This design comes from an exercise in tuning for small area on the open sky130 flow, not from production work. The RTL was checked by simulation tests, not by an equivalence proof against the original design.

==> inputs of job 8313 <==
Design rosetta_core, start of the top module:
module rosetta_core #(
    parameter int LANES = rosetta_pkg::LANES_DEF,
    parameter int WORD  = rosetta_pkg::WORD_DEF
) (
    input  logic                             clk,
    input  logic                             rst,
    output logic                             im_ren,
    output logic [rosetta_pkg::PC_W-1:0]     im_ptr,
    input  logic [rosetta_pkg::INST_W-1:0]   im_rdata,
    output logic                             pam_src0_ren,
    output logic [rosetta_pkg::VPTR_W-1:0]   pam_src0_ptr,
    input  logic [LANES-1:0]                 pam_src0_rdata,
    output logic                             pam_src1_ren,
    output logic [rosetta_pkg::VPTR_W-1:0]   pam_src1_ptr,
    input  logic [LANES-1:0]                 pam_src1_rdata,
    output logic                             am_src0_ren,
    output logic [rosetta_pkg::VPTR_W-1:0]   am_src0_ptr,
    output logic [LANES-1:0]                 am_src0_cs,
    input  logic [LANES*WORD-1:0]            am_src0_rdata,
    output logic                             am_src1_ren,
    output logic [rosetta_pkg::VPTR_W-1:0]   am_src1_ptr,
    output logic [LANES-1:0]                 am_src1_cs,
    input  logic [LANES*WORD-1:0]            am_src1_rdata,
    output logic                             pam_dst_wen,
    output logic [rosetta_pkg::VPTR_W-1:0]   pam_dst_ptr,
    output logic [LANES-1:0]                 pam_dst_wdata,
    output logic                             am_dst_wen,
    output logic [rosetta_pkg::VPTR_W-1:0]   am_dst_ptr,
    output logic [LANES-1:0]                 am_dst_cs,
    output logic [LANES*WORD-1:0]            am_dst_wdata,
    output logic                             done
);
Settings: LEC_CHECK=0, CAP_MARGIN=20, CORE_MARGIN=2, CORE_UTILIZATION=50, GPL_TIMING_DRIVEN=0, SLEW_MARGIN=20, SYNTH_HIERARCHICAL=1, SYNTH_MINIMUM_KEEP_SIZE=0; clock period 8.0 ns.
standard.sh (not shown) runs the stock make flow with config.mk's settings and CLKGATE_MAP_FILE= SYNTH_SCRIPT=/design/flow/synth_recipe.tcl, a recipe that flattens the netlist after the stock synthesis.
==> flow/flow/run.sh <==
#!/bin/bash
# Own layout flow: the standard layout (standard.sh, all ORFS steps from
# synthesis to finish) with these knobs changed:
#  - every input and output port still gets its own buffer, but the
#    smallest one (buf_1) instead of the delay buffer buffer_ports picks
#  - the clock tree is built from clkbuf_4 and clkbuf_8, without dummy loads
# make's full output goes to standard_finish.log here; ORFS keeps each
# step's log under orfs/logs.
set -euo pipefail
bash standard.sh \
  "BUFFER_PORTS_ARGS=-buffer_cell sky130_fd_sc_hd__buf_1" \
  REMOVE_ABC_BUFFERS=1 \
  "CTS_ARGS=-sink_clustering_enable -repair_clock_nets -dont_use_dummy_load -buf_list {sky130_fd_sc_hd__clkbuf_4 sky130_fd_sc_hd__clkbuf_8}" \
  finish > standard_finish.log 2>&1
==> inputs of job 9376, as changes to job 8313 <==
--- a/flow/design.v
+++ b/flow/design.v
@@ -39,23 +39,20 @@
     output logic [7:0] y
 );
     logic [7:0] m;
     assign m[0]   = b[0] | ~mul;
     assign m[7:1] = b[7:1] & {7{mul}};
     logic [7:0] cb;
     logic       cbn0;
     assign cb[6:1] = (b[6:1] & {6{add}}) | (~b[6:1] & {6{sub}});
-    assign cb[7]   = (~b[7] & add) | (b[7] & sub);
+    assign cb[7]   = (b[7] & add) | (~b[7] & sub);
     assign cbn0    = ~((b[0] & add) | (~b[0] & sub));
-    logic [8:0] k_n;
-    assign k_n[0]   = ~sub;
-    assign k_n[6:1] = '1;
-    assign k_n[7]   = mul;
-    assign k_n[8]   = ~mul;
+    logic [0:0] k_n;
+    assign k_n[0] = ~sub;
     logic [15:0] pn;
     logic ppn0_0;
     logic ppn0_1;
     logic ppn0_2;
     logic ppn0_3;
     logic ppn0_4;
     logic ppn0_5;
     logic ppn0_6;
@@ -217,34 +214,30 @@
     logic sn99;
     logic cn100;
     logic sn101;
     logic cn102;
     logic sn103;
     logic cn104;
     logic sn105;
     logic cn106;
-    logic sn107;
-    logic cn108;
-    logic sn109;
-    logic cn110;
-    logic [4:0] txn;
-    logic [4:0] tyn;
-    logic [4:0] tsn;
-    logic [4:0] tp;
-    logic [4:0] tcy;
+    logic [6:0] txn;
+    logic [6:0] tyn;
+    logic [6:0] tsn;
+    logic [6:0] tp;
+    logic [6:0] tcy;
     logic tc;
     assign ppn0_0 = ~(a[0] & m[0]);
     assign ppn0_1 = ~((a[0] & m[1]) | cb[1]);
     assign ppn0_2 = ~(a[0] & m[2]);
     assign ppn0_3 = ~(a[0] & m[3]);
     assign ppn0_4 = ~(a[0] & m[4]);
     assign ppn0_5 = ~(a[0] & m[5]);
     assign ppn0_6 = ~(a[0] & m[6]);
-    assign ppn0_7 = a[0] & m[7];
+    assign ppn0_7 = (a[0] & m[7]) | cb[7];
     assign ppn1_0 = ~(a[1] & m[0]);
     assign ppn1_1 = ~((a[1] & m[1]) | cb[2]);
     assign ppn1_2 = ~(a[1] & m[2]);
     assign ppn1_3 = ~(a[1] & m[3]);
     assign ppn1_4 = ~(a[1] & m[4]);
     assign ppn1_5 = ~(a[1] & m[5]);
     assign ppn1_6 = ~(a[1] & m[6]);
     assign ppn1_7 = a[1] & m[7];
@@ -276,43 +269,43 @@
     assign ppn5_1 = ~((a[5] & m[1]) | cb[6]);
     assign ppn5_2 = ~(a[5] & m[2]);
     assign ppn5_3 = ~(a[5] & m[3]);
     assign ppn5_4 = ~(a[5] & m[4]);
     assign ppn5_5 = ~(a[5] & m[5]);
     assign ppn5_6 = ~(a[5] & m[6]);
     assign ppn5_7 = a[5] & m[7];
     assign ppn6_0 = ~(a[6] & m[0]);
-    assign ppn6_1 = ~((a[6] & m[1]) | cb[7]);
+    assign ppn6_1 = ~(a[6] & m[1]);
     assign ppn6_2 = ~(a[6] & m[2]);
     assign ppn6_3 = ~(a[6] & m[3]);
     assign ppn6_4 = ~(a[6] & m[4]);
     assign ppn6_5 = ~(a[6] & m[5]);
     assign ppn6_6 = ~(a[6] & m[6]);
     assign ppn6_7 = a[6] & m[7];
     assign ppn7_0 = a[7] & m[0];
     assign ppn7_1 = a[7] & m[1];
     assign ppn7_2 = a[7] & m[2];
     assign ppn7_3 = a[7] & m[3];
     assign ppn7_4 = a[7] & m[4];
     assign ppn7_5 = a[7] & m[5];
     assign ppn7_6 = a[7] & m[6];
     assign ppn7_7 = ~(a[7] & m[7]);
     rosetta_han u_sn1 (.xn(ppn0_6), .yn(ppn1_5), .sn(sn1), .cn(cn2));
-    rosetta_fa u_sn3 (.x(k_n[7]), .y(ppn0_7), .z(ppn1_6), .s(sn3), .c(cn4));
-    rosetta_fa u_sn5 (.x(ppn2_5), .y(ppn3_4), .z(ppn4_3), .s(sn5), .c(cn6));
-    rosetta_fa u_sn7 (.x(k_n[8]), .y(ppn1_7), .z(ppn2_6), .s(sn7), .c(cn8));
+    rosetta_fa u_sn3 (.x(ppn1_6), .y(ppn2_5), .z(ppn3_4), .s(sn3), .c(cn4));
+    rosetta_han u_sn5 (.xn(ppn4_3), .yn(ppn5_2), .sn(sn5), .cn(cn6));
+    rosetta_ha u_sn7 (.x(ppn1_7), .y(ppn2_6), .s(sn7), .c(cn8));
     rosetta_fa u_sn9 (.x(ppn3_5), .y(ppn4_4), .z(ppn5_3), .s(sn9), .c(cn10));
     rosetta_fa u_sn11 (.x(ppn2_7), .y(ppn3_6), .z(ppn4_5), .s(sn11), .c(cn12));
     rosetta_han u_sn13 (.xn(ppn0_4), .yn(ppn1_3), .sn(sn13), .cn(cn14));
     rosetta_fa u_sn15 (.x(ppn0_5), .y(ppn1_4), .z(ppn2_3), .s(sn15), .c(cn16));
     rosetta_han u_sn17 (.xn(ppn3_2), .yn(ppn5_0), .sn(sn17), .cn(cn18));
     rosetta_fa u_sn19 (.x(ppn2_4), .y(ppn3_3), .z(ppn4_2), .s(sn19), .c(cn20));
     rosetta_fa u_sn21 (.x(ppn6_0), .y(ppn5_1), .z(sn1), .s(sn21), .c(cn22));
-    rosetta_fa u_sn23 (.x(ppn5_2), .y(ppn7_0), .z(ppn6_1), .s(sn23), .c(cn24));
+    rosetta_fa u_sn23 (.x(ppn6_1), .y(ppn7_0), .z(ppn0_7), .s(sn23), .c(cn24));
     rosetta_fa u_sn25 (.x(cn2), .y(sn3), .z(sn5), .s(sn25), .c(cn26));
     rosetta_fa u_sn27 (.x(ppn6_2), .y(ppn7_1), .z(cn4), .s(sn27), .c(cn28));
     rosetta_fa u_sn29 (.x(cn6), .y(sn7), .z(sn9), .s(sn29), .c(cn30));
     rosetta_fa u_sn31 (.x(ppn5_4), .y(ppn6_3), .z(ppn7_2), .s(sn31), .c(cn32));
     rosetta_fa u_sn33 (.x(cn8), .y(cn10), .z(sn11), .s(sn33), .c(cn34));
     rosetta_fa u_sn35 (.x(ppn3_7), .y(ppn4_6), .z(ppn5_5), .s(sn35), .c(cn36));
     rosetta_fa u_sn37 (.x(ppn6_4), .y(ppn7_3), .z(cn12), .s(sn37), .c(cn38));
     rosetta_fa u_sn39 (.x(ppn4_7), .y(ppn5_6), .z(ppn6_5), .s(sn39), .c(cn40));
@@ -344,40 +337,38 @@
     rosetta_fa u_sn91 (.x(cn62), .y(sn63), .z(cn90), .s(sn91), .c(cn92));
     rosetta_fa u_sn93 (.x(cn64), .y(sn65), .z(cn92), .s(sn93), .c(cn94));
     rosetta_fa u_sn95 (.x(cn66), .y(sn67), .z(cn94), .s(sn95), .c(cn96));
     rosetta_fa u_sn97 (.x(cn68), .y(sn69), .z(cn96), .s(sn97), .c(cn98));
     rosetta_fa u_sn99 (.x(cn70), .y(sn71), .z(cn98), .s(sn99), .c(cn100));
     rosetta_fa u_sn101 (.x(cn72), .y(sn73), .z(cn100), .s(sn101), .c(cn102));
     rosetta_fa u_sn103 (.x(cn74), .y(sn75), .z(cn102), .s(sn103), .c(cn104));
     rosetta_fa u_sn105 (.x(cn76), .y(sn77), .z(cn104), .s(sn105), .c(cn106));
-    rosetta_fa u_sn107 (.x(cn78), .y(sn79), .z(cn106), .s(sn107), .c(cn108));
-    rosetta_fa u_sn109 (.x(cn80), .y(sn81), .z(cn108), .s(sn109), .c(cn110));
-    assign txn = {1'b0, ppn7_7, sn87, sn85, sn83};
-    assign tyn = {1'b1, cn88, cn86, cn84, cn82};
-    assign tc = ~cn110;
+    assign txn = {1'b0, ppn7_7, sn87, sn85, sn83, cn80, cn78};
+    assign tyn = {1'b1, cn88, cn86, cn84, cn82, sn81, sn79};
+    assign tc = ~cn106;
     assign tp = txn ^ tyn;
-    rosetta_prefix #(.N(5), .L(3)) u_top (.xn(txn), .yn(tyn), .p(tp), .ci(tc), .c(tcy));
+    rosetta_prefix #(.N(7), .L(3)) u_top (.xn(txn), .yn(tyn), .p(tp), .ci(tc), .c(tcy));
     assign tsn = ~(tp ^ tcy);
     assign pn[0] = sn89;
     assign pn[1] = sn91;
     assign pn[2] = sn93;
     assign pn[3] = sn95;
     assign pn[4] = sn97;
     assign pn[5] = sn99;
     assign pn[6] = sn101;
     assign pn[7] = sn103;
     assign pn[8] = sn105;
-    assign pn[9] = sn107;
-    assign pn[10] = sn109;
-    assign pn[11] = tsn[0];
-    assign pn[12] = tsn[1];
-    assign pn[13] = tsn[2];
-    assign pn[14] = tsn[3];
-    assign pn[15] = tsn[4];
+    assign pn[9] = tsn[0];
+    assign pn[10] = tsn[1];
+    assign pn[11] = tsn[2];
+    assign pn[12] = tsn[3];
+    assign pn[13] = tsn[4];
+    assign pn[14] = tsn[5];
+    assign pn[15] = tsn[6];
     logic [15:0] p;
     assign p = ~pn;
     logic       all1, all0, ovf;
     logic       pass, satv;
     logic [6:0] q;
     assign all1 = (&p[14:10]) & (p[9] | sh[3]) & (p[8] | sh[3] | sh[2])
                 & (p[7] | ~sh[0]);
     assign all0 = ~(|p[14:10]) & (~p[9] | sh[3]) & (~p[8] | sh[3] | sh[2])
==> flow/flow/run.sh (replaced) <==
#!/bin/bash
# Own layout flow: the standard layout (standard.sh, all ORFS steps from
# synthesis to finish) with these knobs changed:
#  - synthesis is the standard flow's script (my_synth.tcl is synth_recipe.tcl plus one
#    change) with ABC mapping by abc_nf.script, area recovery on top of
#    ORFS's delay mapper, instead of ORFS's speed script
#  - every input and output port still gets its own buffer, but the
#    smallest one (buf_1) instead of the delay buffer buffer_ports picks
#  - the clock tree is built from clkbuf_4 and clkbuf_8, without dummy
#    loads, from clusters of up to 15 flip-flops within 100 um
# make's full output goes to standard_finish.log here; ORFS keeps each
# step's log under orfs/logs.
set -euo pipefail
here=$(pwd)
export ABC_SCRIPT_FILE="$here/flow/abc_nf.script"
bash standard.sh \
  "SYNTH_SCRIPT=$here/flow/my_synth.tcl" \
  "BUFFER_PORTS_ARGS=-buffer_cell sky130_fd_sc_hd__buf_1" \
  REMOVE_ABC_BUFFERS=1 \
  "CTS_ARGS=-sink_clustering_enable -repair_clock_nets -dont_use_dummy_load -sink_clustering_size 15 -sink_clustering_max_diameter 100 -buf_list {sky130_fd_sc_hd__clkbuf_4 sky130_fd_sc_hd__clkbuf_8}" \
  finish > standard_finish.log 2>&1
==> flow/flow/abc_nf.script (new file) <==
&get -n
&st
&dch
&nf -R 1000
&put
topo
==> flow/flow/my_synth.tcl (new file) <==
# The standard flow's synthesis script (synth_recipe.tcl), with one change: ABC maps the
# logic with the script in the environment variable ABC_SCRIPT_FILE (area
# mapping with area recovery) instead of ORFS's speed script.  Registers
# are untouched: they are mapped before ABC runs, and ABC does not see them.
proc synth {args} { yosys synth -nofsm -noshare {*}$args }
proc abc {args} {
  set i [lsearch -exact $args -script]
  if { $i >= 0 && [info exists ::env(ABC_SCRIPT_FILE)] } {
    lset args [expr {$i + 1}] $::env(ABC_SCRIPT_FILE)
    puts "abc: mapping with $::env(ABC_SCRIPT_FILE)"
  }
  yosys abc {*}$args
}
source $::env(SCRIPTS_DIR)/synth.tcl
# left out here: clear keep_hierarchy, flatten, clean up, hide names made inside functions, write 1_2_yosys.v
- CORE_UTILIZATION: 50 -> 70
==> inputs of job 6797, as changes to job 8313 <==
--- a/flow/design.v
+++ b/flow/design.v
@@ -213,29 +213,21 @@
     logic sn95;
     logic cn96;
     logic sn97;
     logic cn98;
     logic sn99;
     logic cn100;
     logic sn101;
     logic cn102;
-    logic sn103;
-    logic cn104;
-    logic sn105;
-    logic cn106;
-    logic sn107;
-    logic cn108;
-    logic sn109;
-    logic cn110;
-    logic [4:0] txn;
-    logic [4:0] tyn;
-    logic [4:0] tsn;
-    logic [4:0] tp;
-    logic [4:0] tcy;
+    logic [8:0] txn;
+    logic [8:0] tyn;
+    logic [8:0] tsn;
+    logic [8:0] tp;
+    logic [8:0] tcy;
     logic tc;
     assign ppn0_0 = ~(a[0] & m[0]);
     assign ppn0_1 = ~((a[0] & m[1]) | cb[1]);
     assign ppn0_2 = ~(a[0] & m[2]);
     assign ppn0_3 = ~(a[0] & m[3]);
     assign ppn0_4 = ~(a[0] & m[4]);
     assign ppn0_5 = ~(a[0] & m[5]);
     assign ppn0_6 = ~(a[0] & m[6]);
@@ -291,93 +283,89 @@
     assign ppn7_0 = a[7] & m[0];
     assign ppn7_1 = a[7] & m[1];
     assign ppn7_2 = a[7] & m[2];
     assign ppn7_3 = a[7] & m[3];
     assign ppn7_4 = a[7] & m[4];
     assign ppn7_5 = a[7] & m[5];
     assign ppn7_6 = a[7] & m[6];
     assign ppn7_7 = ~(a[7] & m[7]);
-    rosetta_han u_sn1 (.xn(ppn0_6), .yn(ppn1_5), .sn(sn1), .cn(cn2));
+    rosetta_fa u_sn1 (.x(ppn0_6), .y(ppn1_5), .z(1'b1), .s(sn1), .c(cn2));
     rosetta_fa u_sn3 (.x(k_n[7]), .y(ppn0_7), .z(ppn1_6), .s(sn3), .c(cn4));
     rosetta_fa u_sn5 (.x(ppn2_5), .y(ppn3_4), .z(ppn4_3), .s(sn5), .c(cn6));
     rosetta_fa u_sn7 (.x(k_n[8]), .y(ppn1_7), .z(ppn2_6), .s(sn7), .c(cn8));
     rosetta_fa u_sn9 (.x(ppn3_5), .y(ppn4_4), .z(ppn5_3), .s(sn9), .c(cn10));
     rosetta_fa u_sn11 (.x(ppn2_7), .y(ppn3_6), .z(ppn4_5), .s(sn11), .c(cn12));
-    rosetta_han u_sn13 (.xn(ppn0_4), .yn(ppn1_3), .sn(sn13), .cn(cn14));
+    rosetta_fa u_sn13 (.x(ppn0_4), .y(ppn1_3), .z(1'b1), .s(sn13), .c(cn14));
     rosetta_fa u_sn15 (.x(ppn0_5), .y(ppn1_4), .z(ppn2_3), .s(sn15), .c(cn16));
-    rosetta_han u_sn17 (.xn(ppn3_2), .yn(ppn5_0), .sn(sn17), .cn(cn18));
+    rosetta_fa u_sn17 (.x(ppn3_2), .y(ppn5_0), .z(1'b1), .s(sn17), .c(cn18));
     rosetta_fa u_sn19 (.x(ppn2_4), .y(ppn3_3), .z(ppn4_2), .s(sn19), .c(cn20));
     rosetta_fa u_sn21 (.x(ppn6_0), .y(ppn5_1), .z(sn1), .s(sn21), .c(cn22));
     rosetta_fa u_sn23 (.x(ppn5_2), .y(ppn7_0), .z(ppn6_1), .s(sn23), .c(cn24));
     rosetta_fa u_sn25 (.x(cn2), .y(sn3), .z(sn5), .s(sn25), .c(cn26));
     rosetta_fa u_sn27 (.x(ppn6_2), .y(ppn7_1), .z(cn4), .s(sn27), .c(cn28));
     rosetta_fa u_sn29 (.x(cn6), .y(sn7), .z(sn9), .s(sn29), .c(cn30));
     rosetta_fa u_sn31 (.x(ppn5_4), .y(ppn6_3), .z(ppn7_2), .s(sn31), .c(cn32));
     rosetta_fa u_sn33 (.x(cn8), .y(cn10), .z(sn11), .s(sn33), .c(cn34));
     rosetta_fa u_sn35 (.x(ppn3_7), .y(ppn4_6), .z(ppn5_5), .s(sn35), .c(cn36));
     rosetta_fa u_sn37 (.x(ppn6_4), .y(ppn7_3), .z(cn12), .s(sn37), .c(cn38));
     rosetta_fa u_sn39 (.x(ppn4_7), .y(ppn5_6), .z(ppn6_5), .s(sn39), .c(cn40));
-    rosetta_han u_sn41 (.xn(ppn0_3), .yn(ppn1_2), .sn(sn41), .cn(cn42));
+    rosetta_fa u_sn41 (.x(ppn0_3), .y(ppn1_2), .z(1'b1), .s(sn41), .c(cn42));
     rosetta_fa u_sn43 (.x(ppn2_2), .y(ppn4_0), .z(ppn3_1), .s(sn43), .c(cn44));
     rosetta_fa u_sn45 (.x(ppn4_1), .y(cn14), .z(sn15), .s(sn45), .c(cn46));
     rosetta_fa u_sn47 (.x(cn16), .y(cn18), .z(sn19), .s(sn47), .c(cn48));
     rosetta_fa u_sn49 (.x(cn20), .y(sn23), .z(cn22), .s(sn49), .c(cn50));
     rosetta_fa u_sn51 (.x(cn24), .y(sn27), .z(cn26), .s(sn51), .c(cn52));
     rosetta_fa u_sn53 (.x(sn31), .y(cn28), .z(cn30), .s(sn53), .c(cn54));
     rosetta_fa u_sn55 (.x(cn32), .y(sn35), .z(sn37), .s(sn55), .c(cn56));
     rosetta_fa u_sn57 (.x(ppn7_4), .y(cn36), .z(sn39), .s(sn57), .c(cn58));
     rosetta_fa u_sn59 (.x(ppn5_7), .y(ppn6_6), .z(ppn7_5), .s(sn59), .c(cn60));
-    rosetta_han u_sn61 (.xn(k_n[0]), .yn(ppn0_0), .sn(sn61), .cn(cn62));
-    rosetta_han u_sn63 (.xn(ppn1_0), .yn(ppn0_1), .sn(sn63), .cn(cn64));
+    rosetta_fa u_sn61 (.x(k_n[0]), .y(ppn0_0), .z(1'b1), .s(sn61), .c(cn62));
+    rosetta_fa u_sn63 (.x(ppn1_0), .y(ppn0_1), .z(1'b1), .s(sn63), .c(cn64));
     rosetta_fa u_sn65 (.x(ppn0_2), .y(ppn2_0), .z(ppn1_1), .s(sn65), .c(cn66));
     rosetta_fa u_sn67 (.x(ppn3_0), .y(ppn2_1), .z(sn41), .s(sn67), .c(cn68));
     rosetta_fa u_sn69 (.x(cn42), .y(sn13), .z(sn43), .s(sn69), .c(cn70));
     rosetta_fa u_sn71 (.x(sn17), .y(cn44), .z(sn45), .s(sn71), .c(cn72));
     rosetta_fa u_sn73 (.x(cn46), .y(sn21), .z(sn47), .s(sn73), .c(cn74));
     rosetta_fa u_sn75 (.x(cn48), .y(sn25), .z(sn49), .s(sn75), .c(cn76));
     rosetta_fa u_sn77 (.x(sn29), .y(cn50), .z(sn51), .s(sn77), .c(cn78));
     rosetta_fa u_sn79 (.x(sn33), .y(cn52), .z(sn53), .s(sn79), .c(cn80));
     rosetta_fa u_sn81 (.x(cn34), .y(cn54), .z(sn55), .s(sn81), .c(cn82));
     rosetta_fa u_sn83 (.x(cn38), .y(sn57), .z(cn56), .s(sn83), .c(cn84));
     rosetta_fa u_sn85 (.x(cn40), .y(sn59), .z(cn58), .s(sn85), .c(cn86));
     rosetta_fa u_sn87 (.x(ppn6_7), .y(ppn7_6), .z(cn60), .s(sn87), .c(cn88));
-    rosetta_han u_sn89 (.xn(cbn0), .yn(sn61), .sn(sn89), .cn(cn90));
+    rosetta_fa u_sn89 (.x(cbn0), .y(sn61), .z(1'b1), .s(sn89), .c(cn90));
     rosetta_fa u_sn91 (.x(cn62), .y(sn63), .z(cn90), .s(sn91), .c(cn92));
     rosetta_fa u_sn93 (.x(cn64), .y(sn65), .z(cn92), .s(sn93), .c(cn94));
     rosetta_fa u_sn95 (.x(cn66), .y(sn67), .z(cn94), .s(sn95), .c(cn96));
     rosetta_fa u_sn97 (.x(cn68), .y(sn69), .z(cn96), .s(sn97), .c(cn98));
     rosetta_fa u_sn99 (.x(cn70), .y(sn71), .z(cn98), .s(sn99), .c(cn100));
     rosetta_fa u_sn101 (.x(cn72), .y(sn73), .z(cn100), .s(sn101), .c(cn102));
-    rosetta_fa u_sn103 (.x(cn74), .y(sn75), .z(cn102), .s(sn103), .c(cn104));
-    rosetta_fa u_sn105 (.x(cn76), .y(sn77), .z(cn104), .s(sn105), .c(cn106));
-    rosetta_fa u_sn107 (.x(cn78), .y(sn79), .z(cn106), .s(sn107), .c(cn108));
-    rosetta_fa u_sn109 (.x(cn80), .y(sn81), .z(cn108), .s(sn109), .c(cn110));
-    assign txn = {1'b0, ppn7_7, sn87, sn85, sn83};
-    assign tyn = {1'b1, cn88, cn86, cn84, cn82};
-    assign tc = ~cn110;
+    assign txn = {1'b0, ppn7_7, sn87, sn85, sn83, cn80, cn78, cn76, cn74};
+    assign tyn = {1'b1, cn88, cn86, cn84, cn82, sn81, sn79, sn77, sn75};
+    assign tc = ~cn102;
     assign tp = txn ^ tyn;
-    rosetta_prefix #(.N(5), .L(3)) u_top (.xn(txn), .yn(tyn), .p(tp), .ci(tc), .c(tcy));
+    rosetta_prefix #(.N(9), .L(4)) u_top (.xn(txn), .yn(tyn), .p(tp), .ci(tc), .c(tcy));
     assign tsn = ~(tp ^ tcy);
     assign pn[0] = sn89;
     assign pn[1] = sn91;
     assign pn[2] = sn93;
     assign pn[3] = sn95;
     assign pn[4] = sn97;
     assign pn[5] = sn99;
     assign pn[6] = sn101;
-    assign pn[7] = sn103;
-    assign pn[8] = sn105;
-    assign pn[9] = sn107;
-    assign pn[10] = sn109;
-    assign pn[11] = tsn[0];
-    assign pn[12] = tsn[1];
-    assign pn[13] = tsn[2];
-    assign pn[14] = tsn[3];
-    assign pn[15] = tsn[4];
+    assign pn[7] = tsn[0];
+    assign pn[8] = tsn[1];
+    assign pn[9] = tsn[2];
+    assign pn[10] = tsn[3];
+    assign pn[11] = tsn[4];
+    assign pn[12] = tsn[5];
+    assign pn[13] = tsn[6];
+    assign pn[14] = tsn[7];
+    assign pn[15] = tsn[8];
     logic [15:0] p;
     assign p = ~pn;
     logic       all1, all0, ovf;
     logic       pass, satv;
     logic [6:0] q;
     assign all1 = (&p[14:10]) & (p[9] | sh[3]) & (p[8] | sh[3] | sh[2])
                 & (p[7] | ~sh[0]);
     assign all0 = ~(|p[14:10]) & (~p[9] | sh[3]) & (~p[8] | sh[3] | sh[2])
@@ -403,39 +391,16 @@
     input  logic x,
     input  logic y,
     output logic s,
     output logic c
 );
     assign s = x ^ y;
     assign c = x & y;
 endmodule
-module rosetta_han (
-    input  logic xn,
-    input  logic yn,
-    output logic sn,
-    output logic cn
-);
-    rosetta_xnor2 u_s (.x(xn), .y(yn), .z(sn));
-    rosetta_or2   u_c (.x(xn), .y(yn), .z(cn));
-endmodule
-module rosetta_xnor2 (
-    input  logic x,
-    input  logic y,
-    output logic z
-);
-    assign z = ~(x ^ y);
-endmodule
-module rosetta_or2 (
-    input  logic x,
-    input  logic y,
-    output logic z
-);
-    assign z = x | y;
-endmodule
 module rosetta_maj (
     input  logic x,
     input  logic y,
     input  logic z,
     output logic c
 );
     assign c = (x & y) | (x & z) | (y & z);
 endmodule
==> flow/run.sh (new file) <==
#!/bin/bash
# synth_recipe.tcl (not shown) runs the flow's synth.tcl, then flattens the netlist and writes it again
# the make line also repeats each setting of config.mk as NAME=value (left out here)
make -C /OpenROAD-flow-scripts/flow DESIGN_CONFIG=/design/flow/config.mk WORK_HOME=/design/flow/orfs CLKGATE_MAP_FILE= SYNTH_SCRIPT=/design/flow/synth_recipe.tcl finish
- GPL_TIMING_DRIVEN: 0 -> not set
removed: flow/flow/run.sh
removed: flow/standard.sh
==> out/summary.txt <==
Final Non-Filler Cells -> 5252
Floorplan row count -> 85
Hold EP -> res_wm[59]
Initial Util -> 70.51%
Number of H-tree levels -> 1
Multi-input logic area -> 29810 sq um
Status -> finished clean
-- figures above: job 9376

==> out/summary.txt <==
Status -> finished clean
Multi-input logic area -> 31610 sq um
Number of H-tree levels -> 2
Floorplan row count -> 103
Yosys warnings -> 10
Non-clock buffer share of cell area -> 7.564%
Hold EP -> res_wm[68]
Input/output buffers -> 537
Met3 WL -> 8762 um
Initial Util -> 50.58%
-- figures above: job 8313

==> out/summary.txt <==
Commonest cells after routing, fill and taps aside -> fa_1, nand2_1, clkdlybuf4s50_1
Number of H-tree levels -> 2
Initial Util -> 50.53%
Floorplan row count -> 107
Multi-input logic area -> 34460 sq um
Final Non-Filler Cells -> 5938
Status -> finished clean
-- figures above: job 6797

==> afterwards: timing with drivers on the ports <==
In the flow no input, the clock included, has a driving cell. The finished layouts below were timed again as built, in two steps. Step 1, drivers: a clkbuf_16 drives clk and a buf_2 each remaining input, both assumed. Step 2 times the ports against the registers' clock, not the clock port: input delays grow and output delays shrink by t, the midpoint of the rising clock arrivals with the driver on. a / b / c = ideal ports / drivers / drivers and shift; a / b = the first two.
run	t (ns)	setup slack, ns	worst hold slack (ns)	worst setup path after step 2	cell pins on the clock port's net
job 8313	0.692	0.198 / 0.211 / -0.481	0.243 / 0.243 / 0.243	input to register	1
job 9376	0.703	0.377 / 0.419 / -0.284	0.241 / 0.241 / 0.241	input to register	1
job 6797	0.635	0.635 / 0.672 / 0.038	0.319 / 0.319 / 0.319	input to register	1
With both steps, setup timing fails in job 8313 and job 9376, where it was met with ideal ports. The setup slack of job 8313, which loses most, moves by +0.013 ns with the drivers and by -0.679 ns with both steps.
